Context: an optimization exercise on an open-source flow, tuned for small area and a short achievable clock period. The choices shown serve that exercise and are no tape-out recipe.
RTL that was checked went through simulation tests only; none was proved equivalent to the original.
Power figures rest on the tool's default switching activity, not on a simulated workload. The flow treats the clock pin as an ideal source, which a real chip does not have.

run 1:
Design mem_responder, start of the top module:
module mem_responder #(
   parameter int          DEPTH_WORDS = 64,
   parameter int          WAIT_CYCLES = 2,
   parameter logic [31:0] PASS_ADR    = 32'd84,
   parameter logic [31:0] PASS_DATA   = 32'd71,
   parameter logic [31:0] ALLOW_ADR   = 32'd80
) (
   input  logic        CLK,
   input  logic        Reset,
   input  logic        MemReq,
   input  logic        MemWrite,
   input  logic [31:0] DataAdr,
   input  logic [31:0] WriteData,
   input  logic [3:0]  ByteEn,
   output logic [31:0] ReadData,
   output logic        MemReady,
   output logic        Done,
   output logic        Pass
);
Size in the first run: roughly 6900 cells after synthesis, ~73000 um2 of cells after synthesis.
==> module mem_responder, before the edit <==
module mem_responder #(
   parameter int          DEPTH_WORDS = 64,
   parameter int          WAIT_CYCLES = 2,
   parameter logic [31:0] PASS_ADR    = 32'd84,
   parameter logic [31:0] PASS_DATA   = 32'd71,
   parameter logic [31:0] ALLOW_ADR   = 32'd80
) (
   input  logic        CLK,
   input  logic        Reset,
   input  logic        MemReq,
   input  logic        MemWrite,
   input  logic [31:0] DataAdr,
   input  logic [31:0] WriteData,
   input  logic [3:0]  ByteEn,
   output logic [31:0] ReadData,
   output logic        MemReady,
   output logic        Done,
   output logic        Pass
);
   localparam int NG = 8;                   
   localparam int NL = 8;                   
   logic s1, s2, resp;
   logic idle;
   assign idle = ~(s1 | s2 | resp);
   always_ff @(posedge CLK or posedge Reset) begin
      if (Reset) begin
         s1   <= 1'b0;
         s2   <= 1'b0;
         resp <= 1'b0;
      end else begin
         s1   <= idle & MemReq;
         s2   <= s1;
         resp <= s2;
      end
   end
   assign MemReady = resp;
   logic [NL-1:0] cap_lo;       
   logic [NG-1:0] cap_hi;       
   logic          cap_hi0;      
   logic [31:0]   cap_col;      
   logic          cap_d_pass;   
   logic [3:0]    cap_be;
   logic          cap_wr;
   logic          mem_ph;       
   logic unused_adr_lsb;
   assign unused_adr_lsb = ^DataAdr[1:0];
   always_ff @(posedge CLK) begin
      if (idle) begin
         for (int i = 0; i < NL; i++) cap_lo[i] <= (DataAdr[4:2] == 3'(i));
         for (int i = 0; i < NG; i++) cap_hi[i] <= (DataAdr[7:5] == 3'(i));
         cap_hi0 <= ~|DataAdr[31:8];
         cap_col    <= WriteData ^ {32{~mem_ph}};
         cap_d_pass <= (WriteData == PASS_DATA);
         cap_be  <= ByteEn;
         cap_wr  <= MemWrite;
      end
   end
   logic [31:0] mem_q [DEPTH_WORDS];
   logic [31:0] col;
   logic        commit, commit_h;
   logic        st_commit;    
   always_ff @(posedge CLK) begin
      mem_ph <= ~mem_ph;
   end
   always_ff @(posedge CLK or posedge Reset) begin
      if (Reset) st_commit <= 1'b0;
      else       st_commit <= s2 & cap_wr;
   end
   assign commit   = st_commit;
   assign commit_h = resp & cap_wr;
   assign col      = cap_col;
   for (genvar w = 0; w < DEPTH_WORDS; w++) begin : g_word
      logic        hit;
      logic [3:0]  wr_set;
      logic [3:0]  wr_hold;
      logic [31:0] nxt;
      assign hit     = cap_hi[w / NL] & cap_lo[w % NL];
      assign wr_set  =  ({4{commit   & hit}} & cap_be);
      assign wr_hold = ~({4{commit_h & hit}} & cap_be);
      for (genvar b = 0; b < 32; b++) begin : g_bit
         assign nxt[b] = ~((mem_q[w][b] | wr_set[b/8]) & (col[b] | wr_hold[b/8]));
      end
      always_ff @(posedge CLK) mem_q[w] <= nxt;
   end
   logic          rd_en;
   logic [NG-1:0] hi_rd;
   logic [31:0]   grp [NG];
   logic [31:0]   rd_mux;
   logic [31:0]   rd_q;
   assign rd_en = s2 & ~cap_wr;
   assign hi_rd = cap_hi & {NG{rd_en}};
   always_comb begin
      for (int g = 0; g < NG; g++) begin
         grp[g] = '0;
         for (int l = 0; l < NL; l++)
            grp[g] = grp[g] | (mem_q[g*NL + l] & {32{cap_lo[l]}});
      end
      rd_mux = '0;
      for (int g = 0; g < NG; g++)
         rd_mux = rd_mux | (grp[g] & {32{hi_rd[g]}});
   end
   always_ff @(posedge CLK or posedge Reset) begin
      if (Reset) rd_q <= '0;
      else       rd_q <= rd_mux ^ {32{rd_en & mem_ph}};
   end
   assign ReadData = rd_q;
   logic done_q, pass_q;
   logic hit_pass, hit_allow;
   assign hit_pass  = cap_hi0 && cap_hi[PASS_ADR[7:5]] && cap_lo[PASS_ADR[4:2]]
                      && cap_d_pass;
   assign hit_allow = cap_hi0 && cap_hi[ALLOW_ADR[7:5]] && cap_lo[ALLOW_ADR[4:2]];
   always_ff @(posedge CLK or posedge Reset) begin
      if (Reset) begin
         done_q <= 1'b0;
         pass_q <= 1'b0;
      end else if (commit && !done_q) begin
         if (hit_pass) begin
            done_q <= 1'b1;
            pass_q <= 1'b1;
         end else if (!hit_allow) begin
            done_q <= 1'b1;
            pass_q <= 1'b0;
         end
      end
   end
   assign Done = done_q;
   assign Pass = pass_q;
endmodule
clock: 10.0 ns
lec_check: 0
cap_margin: 20
core_margin: 2
core_utilization: 65
place_density: 0.75
slew_margin: 20
standard.sh (not shown) runs the stock make flow with config.mk's settings and CLKGATE_MAP_FILE= SYNTH_SCRIPT=/design/flow/synth_recipe.tcl, a recipe that flattens the netlist after the stock synthesis.
==> flow/flow/run.sh <==
#!/bin/bash
# Standard synthesis (the standard.sh), then ORFS's standard layout steps
# with these changes: a larger repair_timing setup margin, clock-tree and
# port-buffer options. Each tool's output goes to its own log in the work
# folder (ORFS also keeps per-step logs in orfs/logs).
set -euo pipefail
bash standard.sh synth > synth.log 2>&1
bash standard.sh SETUP_SLACK_MARGIN=7 \
  CTS_ARGS="-sink_clustering_enable -repair_clock_nets -dont_use_dummy_load -sink_clustering_size 30 -sink_clustering_max_diameter 100" \
  BUFFER_PORTS_ARGS="-buffer_cell sky130_fd_sc_hd__buf_2" \
  finish > layout.log 2>&1
Inputs modified between run 1 and run 2:
--- a/flow/design.v
+++ b/flow/design.v
@@ -37,11 +37,9 @@
    logic [NL-1:0] cap_lo;       
    logic [NG-1:0] cap_hi;       
    logic          cap_hi0;      
-   logic [31:0]   cap_col;      
-   logic          cap_d_pass;   
+   logic [31:0]   cap_dat;
    logic [3:0]    cap_be;
    logic          cap_wr;
-   logic          mem_ph;       
    logic unused_adr_lsb;
    assign unused_adr_lsb = ^DataAdr[1:0];
    always_ff @(posedge CLK) begin
@@ -49,12 +47,12 @@
          for (int i = 0; i < NL; i++) cap_lo[i] <= (DataAdr[4:2] == 3'(i));
          for (int i = 0; i < NG; i++) cap_hi[i] <= (DataAdr[7:5] == 3'(i));
          cap_hi0 <= ~|DataAdr[31:8];
-         cap_col    <= WriteData ^ {32{~mem_ph}};
-         cap_d_pass <= (WriteData == PASS_DATA);
+         cap_dat <= WriteData;
          cap_be  <= ByteEn;
          cap_wr  <= MemWrite;
       end
    end
+   logic        mem_ph;
    logic [31:0] mem_q [DEPTH_WORDS];
    logic [31:0] col;
    logic        commit, commit_h;
@@ -68,7 +66,7 @@
    end
    assign commit   = st_commit;
    assign commit_h = resp & cap_wr;
-   assign col      = cap_col;
+   assign col      = cap_dat ^ {32{mem_ph}};
    for (genvar w = 0; w < DEPTH_WORDS; w++) begin : g_word
       logic        hit;
       logic [3:0]  wr_set;
@@ -107,7 +105,7 @@
    logic done_q, pass_q;
    logic hit_pass, hit_allow;
    assign hit_pass  = cap_hi0 && cap_hi[PASS_ADR[7:5]] && cap_lo[PASS_ADR[4:2]]
-                      && cap_d_pass;
+                      && (cap_dat == PASS_DATA);
    assign hit_allow = cap_hi0 && cap_hi[ALLOW_ADR[7:5]] && cap_lo[ALLOW_ADR[4:2]];
    always_ff @(posedge CLK or posedge Reset) begin
       if (Reset) begin
Findings:
Run 2: routed wire length higher than run 1
For total instance count after detailed placement, run 1 and run 2 come out practically identical.
Clock skew in run 2 is 13 ps above run 1.
[run 2 vs run 1] layout overhead on the synthesized area: higher in run 2
Run 2 -> run 1: total clock buffers created by CTS delta 0, exact match
Relative to run 1, the number of nets produced by synthesis measured on run 2 has decreased slightly.
For peak ir drop on the vdd network, dividing the value from run 1 by the value from run 2 gives 0.917.
Relative to run 1, cell area increased by 0.90% in run 2.
Run 2: count of standard-cell rows 1 above run 1
No functional check of the RTL was part of run 2.

[re-timing with driven ports]
Ports are ideal in the flow. The routed layouts listed here were re-timed in OpenROAD. Step 1 assumes that a clkbuf_16 drives the clock port and a buf_2 every other input. Step 2 also shifts input and output timing later by t, the mid clock arrival at the registers, as if the neighbouring blocks saw the same clock. a / b / c = no drivers / after step 1 / after step 2; a / b = the first two.
run | shift t [ns] | slack for setup (ns) | latest minus earliest clock arrival (ns)
run 1 | 0.782 | 6.694 / 6.618 / 6.663 | 0.051 / 0.051
run 2 | 0.785 | 6.655 / 6.572 / 6.908 | 0.061 / 0.060
After both steps setup and hold are still met in every run listed. The setup slack of run 1, which loses most, moves by -0.076 ns with the drivers and by -0.031 ns with both steps.
